Background: an optimization exercise with open tools, aiming at a short achievable clock period and few clock cycles. Do not read the settings as production practice. The RTL was checked by simulation tests, not by an equivalence proof against the original design. No activity file was given, so power comes from the tool's default toggle rates.

==> raven <==
## cpu_top
module cpu_top (
    input  logic                 clk,
    input  logic                 rst,
    output logic [32-1:0] imem_pc,
    input  logic [32-1:0] instruction,
    output logic [32-1:0] dmem_addr,
    output logic [32-1:0] dmem_wdata,
    output logic                 dmem_write,
    output logic                 dmem_read,
    input  logic [32-1:0] read_data
);
Settings: LEC_CHECK=0, ABC_CLOCK_PERIOD_IN_PS=2000, CAP_MARGIN=20, CORE_MARGIN=2, CORE_UTILIZATION=60, SETUP_SLACK_MARGIN=3.7, SLEW_MARGIN=20, TNS_END_PERCENT=100; clock period 6.2 ns.
standard.sh (not shown) runs the stock make flow with config.mk's settings and CLKGATE_MAP_FILE= SYNTH_SCRIPT=/design/flow/synth_recipe.tcl, a recipe that flattens the netlist after the stock synthesis.
==> flow/flow/run.sh <==
#!/bin/bash
# Layout flow: the standard ORFS flow (standard.sh), with one change to its synthesis:
# ABC maps the logic with flow/abc_map.script (choice computation, then delay-oriented
# mapping with the classic mapper) instead of ORFS's abc_speed.script, and the adder
# step's full/half-adder extraction is skipped so ABC sees the adders as plain logic.
# Registers are mapped before ABC by the standard script, so they are unchanged.
set -euo pipefail
W=$(pwd)
{
  echo "proc abc {args} { set i [lsearch -exact \$args -script]; if {\$i >= 0} { lset args [expr {\$i + 1}] $W/flow/abc_map.script }; yosys abc {*}\$args }"
  echo "proc extract_fa {args} { }"
  cat "$W/synth_recipe.tcl"
} > "$W/my_synth.tcl"
sed "s#$W/synth_recipe.tcl#$W/my_synth.tcl#g" "$W/standard.sh" > "$W/my_standard.sh"
grep -q "my_synth.tcl" "$W/my_standard.sh"
bash "$W/my_standard.sh" > "$W/flow_make.log" 2>&1
==> flow/flow/abc_map.script <==
strash
dch -f
map {D}
topo
buffer -c
topo
upsize -c {D}
dnsize -c {D}
==> inputs of willow, as changes to raven <==
--- a/flow/design.v
+++ b/flow/design.v
@@ -264,22 +264,19 @@
     input  logic [32-1:0] read_data
 );
     logic [31:0] pc;
     logic [31:0] ras;
     logic        d_valid;
     logic [31:0] d_instr;
     logic [31:0] d_pc4;
-    logic [31:0] d_pc;
-    logic        d_miss;
     logic        d_pred;
     logic [31:0] d_ptgt;
     logic        e_valid;
     logic [31:0] e_a, e_b, e_s;
     logic        e_fwd_a, e_fwd_b, e_fwd_s;
-    logic        e_nfwd_a, e_nfwd_b;
     logic [7:0]  e_sel;
     logic        e_we;
     logic [4:0]  e_rd;
     logic        e_load, e_store, e_br, e_bne, e_jr, e_pred;
     logic [31:0] e_ptgt;
     logic [31:0] e_pc4;
     logic [31:0] e_btgt;
@@ -301,87 +298,71 @@
     assign imem_pc = pc;
     assign f_op    = instruction[31:26];
     assign f_j     = (f_op[5:1] == 5'b00001);
     assign f_jal   = (f_op == 6'h03);
     assign f_br    = (f_op[5:1] == 5'b00010);
     assign f_jr    = (f_op == 6'h00) && (instruction[5:0] == 6'h08);
     assign f_bpred = f_br && (instruction[15] || (f_op[0] ^ (instruction[25:21] == instruction[20:16])));
-    localparam int BTB_IW = 4;
-    localparam int BTB_N  = 1 << BTB_IW;
-    logic [BTB_N-1:0]                    btb_v;
-    logic [BTB_N-1:0][31:BTB_IW+2]       btb_tag;
-    logic [BTB_N-1:0][31:2]              btb_tgt;
-    logic [BTB_IW-1:0]                   f_bi;
-    logic                                f_hit;
-    assign f_bi   = pc[BTB_IW+1:2];
-    assign f_hit  = btb_v[f_bi] && (btb_tag[f_bi] == pc[31:BTB_IW+2]);
-    assign f_btgt = {btb_tgt[f_bi], 2'b00};
+    logic [15:0] f_bt_lo;
+    logic        f_bt_c;
+    logic [13:0] f_hi, f_hi_p1, f_hi_m1, f_bt_hi;
+    ks_add #(.W(16), .L(4)) u_bt_add (
+        .a    (pc4[17:2]),
+        .b    (instruction[15:0]),
+        .cin  (1'b0),
+        .sum  (f_bt_lo),
+        .cout (f_bt_c)
+    );
+    assign f_hi    = pc4[31:18];
+    assign f_hi_p1 = f_hi + 14'd1;
+    assign f_hi_m1 = f_hi - 14'd1;
+    assign f_bt_hi = instruction[15] ? (f_bt_c ? f_hi : f_hi_m1) : (f_bt_c ? f_hi_p1 : f_hi);
+    assign f_btgt  = {f_bt_hi, f_bt_lo, 2'b00};
     always_comb begin
         if (f_j)          f_next = {pc4[31:28], instruction[25:0], 2'b00};
-        else if (f_bpred && f_hit) f_next = f_btgt;
+        else if (f_bpred) f_next = f_btgt;
         else if (f_jr)    f_next = ras;
         else              f_next = pc4;
     end
     always_ff @(posedge clk) begin
         if (rst) begin
             pc  <= 32'h0000_0000;
             ras <= '0;
-        end else begin
-            if (redirect) begin
-                pc <= redirect_pc;
-            end else if (stall) begin
-                pc <= pc;
-            end else if (d_redir) begin
-                pc <= d_btgt;
-            end else begin
-                pc <= f_next;
-            end
+        end else if (redirect) begin
+            pc <= redirect_pc;
+        end else if (!stall) begin
+            pc <= f_next;
             if (f_jal) ras <= pc4;
         end
     end
     always_ff @(posedge clk) begin
         if (rst || redirect) begin
             d_valid <= 1'b0;
         end else if (!stall) begin
-            d_valid <= !d_redir;
+            d_valid <= 1'b1;
         end
         if (!stall) begin
             d_instr <= instruction;
-            d_pc    <= pc;
             d_pc4   <= pc4;
-            d_miss  <= f_bpred && !f_hit;
             d_pred  <= f_bpred || f_jr;
             d_ptgt  <= ras;
         end
     end
-    always_ff @(posedge clk) begin
-        if (rst) begin
-            btb_v <= '0;
-        end else if (d_redir) begin
-            btb_v[d_pc[BTB_IW+1:2]] <= 1'b1;
-        end
-        if (d_redir) begin
-            btb_tag[d_pc[BTB_IW+1:2]] <= d_pc[31:BTB_IW+2];
-            btb_tgt[d_pc[BTB_IW+1:2]] <= d_btgt[31:2];
-        end
-    end
     logic [4:0]  d_rs, d_rt;
     logic        d_we;
     logic [4:0]  d_wreg;
     logic [7:0]  d_sel;
     logic        d_a_zero, d_b_reg, d_b_link, d_b_lui, d_b_zext;
     logic        d_uses_rs, d_uses_rt;
     logic        d_load, d_store, d_br, d_bne, d_jr;
     logic [31:0] d_rsv, d_rtv;
     logic [31:0] d_imm;
     logic        d_hit_rs, d_hit_rt;
     logic        wb_we;
     logic [31:0] wb_data;
-    logic [31:0] d_btgt;
-    logic        d_redir;
     assign d_rs = d_instr[25:21];
     assign d_rt = d_instr[20:16];
     decoder u_dec (
         .instr    (d_instr),
         .we       (d_we),
         .wreg     (d_wreg),
         .alu_sel  (d_sel),
@@ -412,67 +393,56 @@
                    d_b_lui  ? {d_instr[15:0], 16'h0000} :
                    d_b_zext ? {16'h0000, d_instr[15:0]} :
                               {{16{d_instr[15]}}, d_instr[15:0]};
     assign d_hit_rs = e_valid && e_we && (e_rd == d_rs);
     assign d_hit_rt = e_valid && e_we && (e_rd == d_rt);
     assign stall    = d_valid && e_valid && e_load &&
                       ((d_hit_rs && d_uses_rs) || (d_hit_rt && d_uses_rt));
-    assign d_btgt  = d_pc4 + {{14{d_instr[15]}}, d_instr[15:0], 2'b00};
-    assign d_redir = d_valid && d_miss && !stall && !redirect;
     always_ff @(posedge clk) begin
         if (rst || redirect || stall) begin
             e_valid <= 1'b0;
         end else begin
             e_valid <= d_valid;
         end
-        e_a     <= (d_a_zero || d_hit_rs) ? '0 : d_rsv;
-        e_b     <= d_b_reg ? (d_hit_rt ? '0 : d_rtv) : d_imm;
-        e_s     <= d_hit_rt ? '0 : d_rtv;
+        e_a     <= d_a_zero ? '0 : d_rsv;
+        e_b     <= d_b_reg ? d_rtv : d_imm;
+        e_s     <= d_rtv;
         e_fwd_a <= d_hit_rs && !d_a_zero;
         e_fwd_b <= d_hit_rt && d_b_reg;
         e_fwd_s <= d_hit_rt;
-        e_nfwd_a <= !(d_hit_rs && !d_a_zero);
-        e_nfwd_b <= !(d_hit_rt && d_b_reg);
         e_sel   <= d_sel;
         e_we    <= d_we;
         e_rd    <= d_wreg;
         e_load  <= d_load;
         e_store <= d_store;
         e_br    <= d_br;
         e_bne   <= d_bne;
         e_jr    <= d_jr;
         e_pred  <= d_pred;
         e_ptgt  <= d_ptgt;
         e_pc4   <= d_pc4;
-        e_btgt  <= d_btgt;
+        e_btgt  <= d_pc4 + {d_imm[29:0], 2'b00};
     end
     logic [31:0] x_a, x_b, x_s;
     logic [31:0] x_res;
     logic        x_taken;
-    assign x_a = e_a | (m_result & {{16{!e_nfwd_a}}, {16{e_fwd_a}}});
-    assign x_b = e_b | (m_result & {{16{!e_nfwd_b}}, {16{e_fwd_b}}});
-    assign x_s = e_s | (m_result & {32{e_fwd_s}});
+    assign x_a = e_fwd_a ? m_result : e_a;
+    assign x_b = e_fwd_b ? m_result : e_b;
+    assign x_s = e_fwd_s ? m_result : e_s;
     alu u_alu (
         .a      (x_a),
         .b      (x_b),
         .sel    (e_sel),
         .result (x_res)
     );
-    assign x_taken = (x_a == x_b) ^ e_bne;
+    assign x_taken     = (x_a == x_b) ^ e_bne;
+    assign redirect    = e_valid && ((e_br && (x_taken != e_pred)) || (e_jr && (x_a != e_ptgt)));
+    assign redirect_pc = e_jr ? x_a : (x_taken ? e_btgt : e_pc4);
     always_ff @(posedge clk) begin
         if (rst) begin
-            redirect <= 1'b0;
-        end else begin
-            redirect <= e_valid && !redirect &&
-                        ((e_br && (x_taken != e_pred)) || (e_jr && (x_a != e_ptgt)));
-        end
-        redirect_pc <= e_jr ? x_a : (x_taken ? e_btgt : e_pc4);
-    end
-    always_ff @(posedge clk) begin
-        if (rst || redirect) begin
             m_we    <= 1'b0;
             m_write <= 1'b0;
             m_read  <= 1'b0;
         end else begin
             m_we    <= e_valid && e_we;
             m_write <= e_valid && e_store;
             m_read  <= e_valid && e_load;
==> flow/flow/abc_map.script (replaced) <==
strash
dch
map {D}
buffer
upsize {D}
dnsize {D}
stime -p
CORE_UTILIZATION = 40   (was 60)
==> inputs of yarrow, as changes to raven <==
--- a/flow/design.v
+++ b/flow/design.v
@@ -88,31 +88,42 @@
     } dmem_req_t;
 endpackage
 `timescale 1ns/1ps
 module reg_file (
     input  logic                    clk,
     input  logic [5-1:0] raddr1,
     input  logic [5-1:0] raddr2,
+    input  logic [32-1:0]   rsel1,     
+    input  logic [32-1:0]   rsel2,     
     output logic [32-1:0]    rdata1,
     output logic [32-1:0]    rdata2,
     input  logic                    wen,
     input  logic [5-1:0] waddr,
     input  logic [32-1:0]    wdata
 );
     logic [32-1:0][32-1:0] regs;
+    logic [32-1:0]                 r1, r2;
     assign regs[0] = '0;
     for (genvar i = 1; i < 32; i++) begin : g_reg
         always_ff @(posedge clk) begin
             if (wen && waddr == i) begin
                 regs[i] <= wdata;
             end
         end
     end
-    assign rdata1 = (wen && waddr == raddr1 && raddr1 != '0) ? wdata : regs[raddr1];
-    assign rdata2 = (wen && waddr == raddr2 && raddr2 != '0) ? wdata : regs[raddr2];
+    always_comb begin
+        r1 = '0;
+        r2 = '0;
+        for (int i = 1; i < 32; i++) begin
+            r1 = r1 | (regs[i] & {32{rsel1[i]}});
+            r2 = r2 | (regs[i] & {32{rsel2[i]}});
+        end
+    end
+    assign rdata1 = (wen && waddr == raddr1 && raddr1 != '0) ? wdata : r1;
+    assign rdata2 = (wen && waddr == raddr2 && raddr2 != '0) ? wdata : r2;
 endmodule
 `timescale 1ns/1ps
 module ks_add #(
     parameter int W = 32,
     parameter int L = 5     
 ) (
     input  logic [W-1:0] a,
@@ -260,128 +271,119 @@
     output logic [32-1:0] dmem_addr,
     output logic [32-1:0] dmem_wdata,
     output logic                 dmem_write,
     output logic                 dmem_read,
     input  logic [32-1:0] read_data
 );
     logic [31:0] pc;
+    logic [31:0] pc_n;       
     logic [31:0] ras;
     logic        d_valid;
     logic [31:0] d_instr;
+    logic [31:0] d_rs_oh, d_rt_oh;    
     logic [31:0] d_pc4;
-    logic [31:0] d_pc;
-    logic        d_miss;
     logic        d_pred;
     logic [31:0] d_ptgt;
     logic        e_valid;
     logic [31:0] e_a, e_b, e_s;
-    logic        e_fwd_a, e_fwd_b, e_fwd_s;
-    logic        e_nfwd_a, e_nfwd_b;
+    logic [31:0] e_fwv_a, e_fwv_b;    
+    logic        e_fwd_s;
     logic [7:0]  e_sel;
     logic        e_we;
     logic [4:0]  e_rd;
     logic        e_load, e_store, e_br, e_bne, e_jr, e_pred;
     logic [31:0] e_ptgt;
     logic [31:0] e_pc4;
     logic [31:0] e_btgt;
     logic        m_we;
     logic [4:0]  m_rd;
     logic        m_load;
     logic        m_write, m_read;
     logic [31:0] m_result;
+    logic [31:2] m_addr_n;   
     logic [31:0] m_sdata;
     logic        redirect;
     logic [31:0] redirect_pc;
     logic        stall;
     logic [31:0] pc4;
     logic [5:0]  f_op;
-    logic        f_j, f_jal, f_br, f_jr, f_bpred;
+    logic        f_j, f_jal, f_br, f_jr, f_bpred, f_seq;
     logic [31:0] f_btgt;
     logic [31:0] f_next;
+    logic [31:0] pc_nx;
     assign pc4     = pc + 32'd4;
-    assign imem_pc = pc;
+    assign imem_pc = ~pc_n;
     assign f_op    = instruction[31:26];
     assign f_j     = (f_op[5:1] == 5'b00001);
     assign f_jal   = (f_op == 6'h03);
     assign f_br    = (f_op[5:1] == 5'b00010);
     assign f_jr    = (f_op == 6'h00) && (instruction[5:0] == 6'h08);
     assign f_bpred = f_br && (instruction[15] || (f_op[0] ^ (instruction[25:21] == instruction[20:16])));
-    localparam int BTB_IW = 4;
-    localparam int BTB_N  = 1 << BTB_IW;
-    logic [BTB_N-1:0]                    btb_v;
-    logic [BTB_N-1:0][31:BTB_IW+2]       btb_tag;
-    logic [BTB_N-1:0][31:2]              btb_tgt;
-    logic [BTB_IW-1:0]                   f_bi;
-    logic                                f_hit;
-    assign f_bi   = pc[BTB_IW+1:2];
-    assign f_hit  = btb_v[f_bi] && (btb_tag[f_bi] == pc[31:BTB_IW+2]);
-    assign f_btgt = {btb_tgt[f_bi], 2'b00};
+    logic [15:0] f_bt_lo;
+    logic        f_bt_c;
+    logic [13:0] f_hi, f_hi_p1, f_hi_m1, f_bt_hi;
+    ks_add #(.W(16), .L(4)) u_bt_add (
+        .a    (pc[17:2]),
+        .b    (instruction[15:0]),
+        .cin  (1'b1),
+        .sum  (f_bt_lo),
+        .cout (f_bt_c)
+    );
+    assign f_hi    = pc[31:18];
+    assign f_hi_p1 = f_hi + 14'd1;
+    assign f_hi_m1 = f_hi - 14'd1;
+    assign f_bt_hi = instruction[15] ? (f_bt_c ? f_hi : f_hi_m1) : (f_bt_c ? f_hi_p1 : f_hi);
+    assign f_btgt  = {f_bt_hi, f_bt_lo, 2'b00};
+    assign f_seq  = !(f_j || f_bpred || f_jr);
+    assign f_next = ({32{f_j}}     & {pc4[31:28], instruction[25:0], 2'b00})
+                  | ({32{f_bpred}} & f_btgt)
+                  | ({32{f_jr}}    & ras)
+                  | ({32{f_seq}}   & pc4);
     always_comb begin
-        if (f_j)          f_next = {pc4[31:28], instruction[25:0], 2'b00};
-        else if (f_bpred && f_hit) f_next = f_btgt;
-        else if (f_jr)    f_next = ras;
-        else              f_next = pc4;
+        if (rst)           pc_nx = 32'h0000_0000;
+        else if (redirect) pc_nx = redirect_pc;
+        else if (stall)    pc_nx = pc;
+        else               pc_nx = f_next;
     end
     always_ff @(posedge clk) begin
+        pc   <= pc_nx;
+        pc_n <= ~pc_nx;
         if (rst) begin
-            pc  <= 32'h0000_0000;
             ras <= '0;
-        end else begin
-            if (redirect) begin
-                pc <= redirect_pc;
-            end else if (stall) begin
-                pc <= pc;
-            end else if (d_redir) begin
-                pc <= d_btgt;
-            end else begin
-                pc <= f_next;
-            end
-            if (f_jal) ras <= pc4;
+        end else if (f_jal) begin
+            ras <= pc4;
         end
     end
     always_ff @(posedge clk) begin
         if (rst || redirect) begin
             d_valid <= 1'b0;
         end else if (!stall) begin
-            d_valid <= !d_redir;
+            d_valid <= 1'b1;
         end
         if (!stall) begin
             d_instr <= instruction;
-            d_pc    <= pc;
+            d_rs_oh <= 32'd1 << instruction[25:21];
+            d_rt_oh <= 32'd1 << instruction[20:16];
             d_pc4   <= pc4;
-            d_miss  <= f_bpred && !f_hit;
             d_pred  <= f_bpred || f_jr;
             d_ptgt  <= ras;
         end
     end
-    always_ff @(posedge clk) begin
-        if (rst) begin
-            btb_v <= '0;
-        end else if (d_redir) begin
-            btb_v[d_pc[BTB_IW+1:2]] <= 1'b1;
-        end
-        if (d_redir) begin
-            btb_tag[d_pc[BTB_IW+1:2]] <= d_pc[31:BTB_IW+2];
-            btb_tgt[d_pc[BTB_IW+1:2]] <= d_btgt[31:2];
-        end
-    end
     logic [4:0]  d_rs, d_rt;
     logic        d_we;
     logic [4:0]  d_wreg;
     logic [7:0]  d_sel;
     logic        d_a_zero, d_b_reg, d_b_link, d_b_lui, d_b_zext;
     logic        d_uses_rs, d_uses_rt;
     logic        d_load, d_store, d_br, d_bne, d_jr;
     logic [31:0] d_rsv, d_rtv;
     logic [31:0] d_imm;
     logic        d_hit_rs, d_hit_rt;
     logic        wb_we;
     logic [31:0] wb_data;
-    logic [31:0] d_btgt;
-    logic        d_redir;
     assign d_rs = d_instr[25:21];
     assign d_rt = d_instr[20:16];
     decoder u_dec (
         .instr    (d_instr),
         .we       (d_we),
         .wreg     (d_wreg),
         .alu_sel  (d_sel),
@@ -398,95 +400,87 @@
         .is_bne   (d_bne),
         .is_jr    (d_jr)
     );
     reg_file u_rf (
         .clk    (clk),
         .raddr1 (d_rs),
         .raddr2 (d_rt),
+        .rsel1  (d_rs_oh),
+        .rsel2  (d_rt_oh),
         .rdata1 (d_rsv),
         .rdata2 (d_rtv),
         .wen    (wb_we),
         .waddr  (m_rd),
         .wdata  (wb_data)
     );
     assign d_imm = d_b_link ? d_pc4 :
                    d_b_lui  ? {d_instr[15:0], 16'h0000} :
                    d_b_zext ? {16'h0000, d_instr[15:0]} :
                               {{16{d_instr[15]}}, d_instr[15:0]};
     assign d_hit_rs = e_valid && e_we && (e_rd == d_rs);
     assign d_hit_rt = e_valid && e_we && (e_rd == d_rt);
     assign stall    = d_valid && e_valid && e_load &&
                       ((d_hit_rs && d_uses_rs) || (d_hit_rt && d_uses_rt));
-    assign d_btgt  = d_pc4 + {{14{d_instr[15]}}, d_instr[15:0], 2'b00};
-    assign d_redir = d_valid && d_miss && !stall && !redirect;
     always_ff @(posedge clk) begin
         if (rst || redirect || stall) begin
             e_valid <= 1'b0;
         end else begin
             e_valid <= d_valid;
         end
         e_a     <= (d_a_zero || d_hit_rs) ? '0 : d_rsv;
         e_b     <= d_b_reg ? (d_hit_rt ? '0 : d_rtv) : d_imm;
         e_s     <= d_hit_rt ? '0 : d_rtv;
-        e_fwd_a <= d_hit_rs && !d_a_zero;
-        e_fwd_b <= d_hit_rt && d_b_reg;
         e_fwd_s <= d_hit_rt;
-        e_nfwd_a <= !(d_hit_rs && !d_a_zero);
-        e_nfwd_b <= !(d_hit_rt && d_b_reg);
         e_sel   <= d_sel;
         e_we    <= d_we;
         e_rd    <= d_wreg;
         e_load  <= d_load;
         e_store <= d_store;
         e_br    <= d_br;
         e_bne   <= d_bne;
         e_jr    <= d_jr;
         e_pred  <= d_pred;
         e_ptgt  <= d_ptgt;
         e_pc4   <= d_pc4;
-        e_btgt  <= d_btgt;
+        e_btgt  <= d_pc4 + {{14{d_instr[15]}}, d_instr[15:0], 2'b00};
     end
     logic [31:0] x_a, x_b, x_s;
     logic [31:0] x_res;
     logic        x_taken;
-    assign x_a = e_a | (m_result & {{16{!e_nfwd_a}}, {16{e_fwd_a}}});
-    assign x_b = e_b | (m_result & {{16{!e_nfwd_b}}, {16{e_fwd_b}}});
+    assign x_a = e_a | e_fwv_a;
+    assign x_b = e_b | e_fwv_b;
     assign x_s = e_s | (m_result & {32{e_fwd_s}});
     alu u_alu (
         .a      (x_a),
         .b      (x_b),
         .sel    (e_sel),
         .result (x_res)
     );
-    assign x_taken = (x_a == x_b) ^ e_bne;
+    assign x_taken     = (x_a == x_b) ^ e_bne;
+    assign redirect    = e_valid && ((e_br && (x_taken != e_pred)) || (e_jr && (x_a != e_ptgt)));
+    assign redirect_pc = e_jr ? x_a : (e_pred ? e_pc4 : e_btgt);
     always_ff @(posedge clk) begin
         if (rst) begin
-            redirect <= 1'b0;
-        end else begin
-            redirect <= e_valid && !redirect &&
-                        ((e_br && (x_taken != e_pred)) || (e_jr && (x_a != e_ptgt)));
-        end
-        redirect_pc <= e_jr ? x_a : (x_taken ? e_btgt : e_pc4);
-    end
-    always_ff @(posedge clk) begin
-        if (rst || redirect) begin
             m_we    <= 1'b0;
             m_write <= 1'b0;
             m_read  <= 1'b0;
         end else begin
             m_we    <= e_valid && e_we;
             m_write <= e_valid && e_store;
             m_read  <= e_valid && e_load;
         end
         m_rd     <= e_rd;
         m_load   <= e_load;
         m_result <= x_res;
+        m_addr_n <= ~x_res[31:2];
         m_sdata  <= x_s;
+        e_fwv_a  <= x_res & {32{d_hit_rs && !d_a_zero}};
+        e_fwv_b  <= x_res & {32{d_hit_rt && d_b_reg}};
     end
-    assign dmem_addr  = {m_result[31:2], 2'b00};
+    assign dmem_addr  = {~m_addr_n, 2'b00};
     assign dmem_wdata = m_sdata;
     assign dmem_write = m_write;
     assign dmem_read  = m_read;
     assign wb_we   = m_we;
     assign wb_data = m_load ? read_data : m_result;
 endmodule
 `timescale 1ns/1ps
CORE_UTILIZATION = 40   (was 60)
SETUP_SLACK_MARGIN = 3.4   (was 3.7)
==> summary of the runs <==
raven aborted during global routing (5_1_grt) (GRT-0116). willow produced a clean layout. yarrow finished clean.
Between willow and yarrow, the lower first-iteration DRC count is in yarrow (gap about 6%, measured against yarrow).
Fmax: willow is smaller than yarrow (about 13%).
Between willow and yarrow, the lower clock skew is in willow (gap 0.0053 ns).
Non-clock buffer count: willow is higher than yarrow (517).
Between yarrow and willow, the lower final cell count is in yarrow (gap 13%, measured against willow).
Core utilization: willow is higher than yarrow (6.4 points).
Of willow and yarrow, yarrow has the higher total power (gap about 3%, measured against yarrow).
Between willow and yarrow, the lower sequential power is in willow (gap about 10%, measured against yarrow).
Against yarrow, the via count of willow is larger by 14%.
Design area: yarrow is smaller than willow (about 13%).
==> figures <==
|  | raven | willow | yarrow |
|---|---|---|---|
| Outcome | did not finish | no timing/DRC/antenna violations | no timing/DRC/antenna violations |
| Failing step | global routing (5_1_grt) | - | - |
| Largest cell class by area | - | registers | registers |
| Endpoint of the worst-slack reg-to-reg timing path | - | u_cpu.ras[15] | u_cpu.e_a[29] |
| Register area share after synthesis | 0.547 | 0.533 | 0.597 |
| Initial core utilization | 0.605 | 0.402 | 0.403 |
| Clock tree from TritonCTS | - | yes | yes |
| Startpoint types | - | flip-flop | flip-flop |
| Net Sw Frac | - | 0.321 | 0.292 |
| Slowest library cell on the worst path | - | sky130_fd_sc_hd__dfxtp_4 | sky130_fd_sc_hd__nor4_1 |
| Setup violations, final | - | 0 | 0 |
| Sum of met2 wire segment lengths after detailed routing | - | 159000 um | 149000 um |
| Dominant cell by count in the synthesized netlist | sky130_fd_sc_hd__nand2_1 | sky130_fd_sc_hd__edfxtp_1 | sky130_fd_sc_hd__edfxtp_1 |
| Final #Nets | - | 9083 | 7575 |
| PnR Total Power | - | 27.4 mW | 28.3 mW |
| Worst-path fanout max | - | 8 | 8 |
| Crit path setup slack, layout | - | 2.77 ns | 3.23 ns |
| Number of stages on the worst setup path | - | 18 | 7 |
| Fraction of final layout cells with drive strength greater than 1 | - | 0.283 | 0.172 |
| Clk pwr share | - | 0.350 | 0.384 |
| Wire length reported by the detailed router | - | 399000 um | 379000 um |
| Clock network power consumption | - | 9.61 mW | 10.9 mW |
Testbench counts of raven, summed over its fixed seeds: cycles 148,259.
Testbench counts of willow, summed over its fixed seeds: cycles 143,943.
Testbench counts of yarrow, summed over its fixed seeds: cycles 143,943.

## re-timing with driven ports
In the flow no input, the clock included, has a driving cell. The finished layouts below were timed again as built, in two steps.
Step 1: set_driving_cell puts a clkbuf_16 on clk and a buf_2 on each other input, an assumption about the parent block.
Step 2, shift: input delay + t, output delay - t, t = (earliest + latest rising clock arrival at the registers) / 2. This alone moves slack from input paths to output paths.
Three values: ideal ports, drivers, drivers and shift; two values: the first two.
run | t, ns | setup slack, ns | latest minus earliest clock arrival (ns) | worst register clock-pin slew, ns | worst slew at a driven data input, ns
willow | 0.921 | 2.766 / 2.766 / 2.023 | 0.058 / 0.058 | 0.07 / 0.07 | 0.06
yarrow | 0.942 | 3.227 / 3.227 / 2.447 | 0.065 / 0.065 | 0.07 / 0.07 | 0.17
After both steps setup and hold are still met in every run listed. The setup slack of yarrow, which loses most, moves by 0.000 ns with the drivers and by -0.780 ns with both steps.
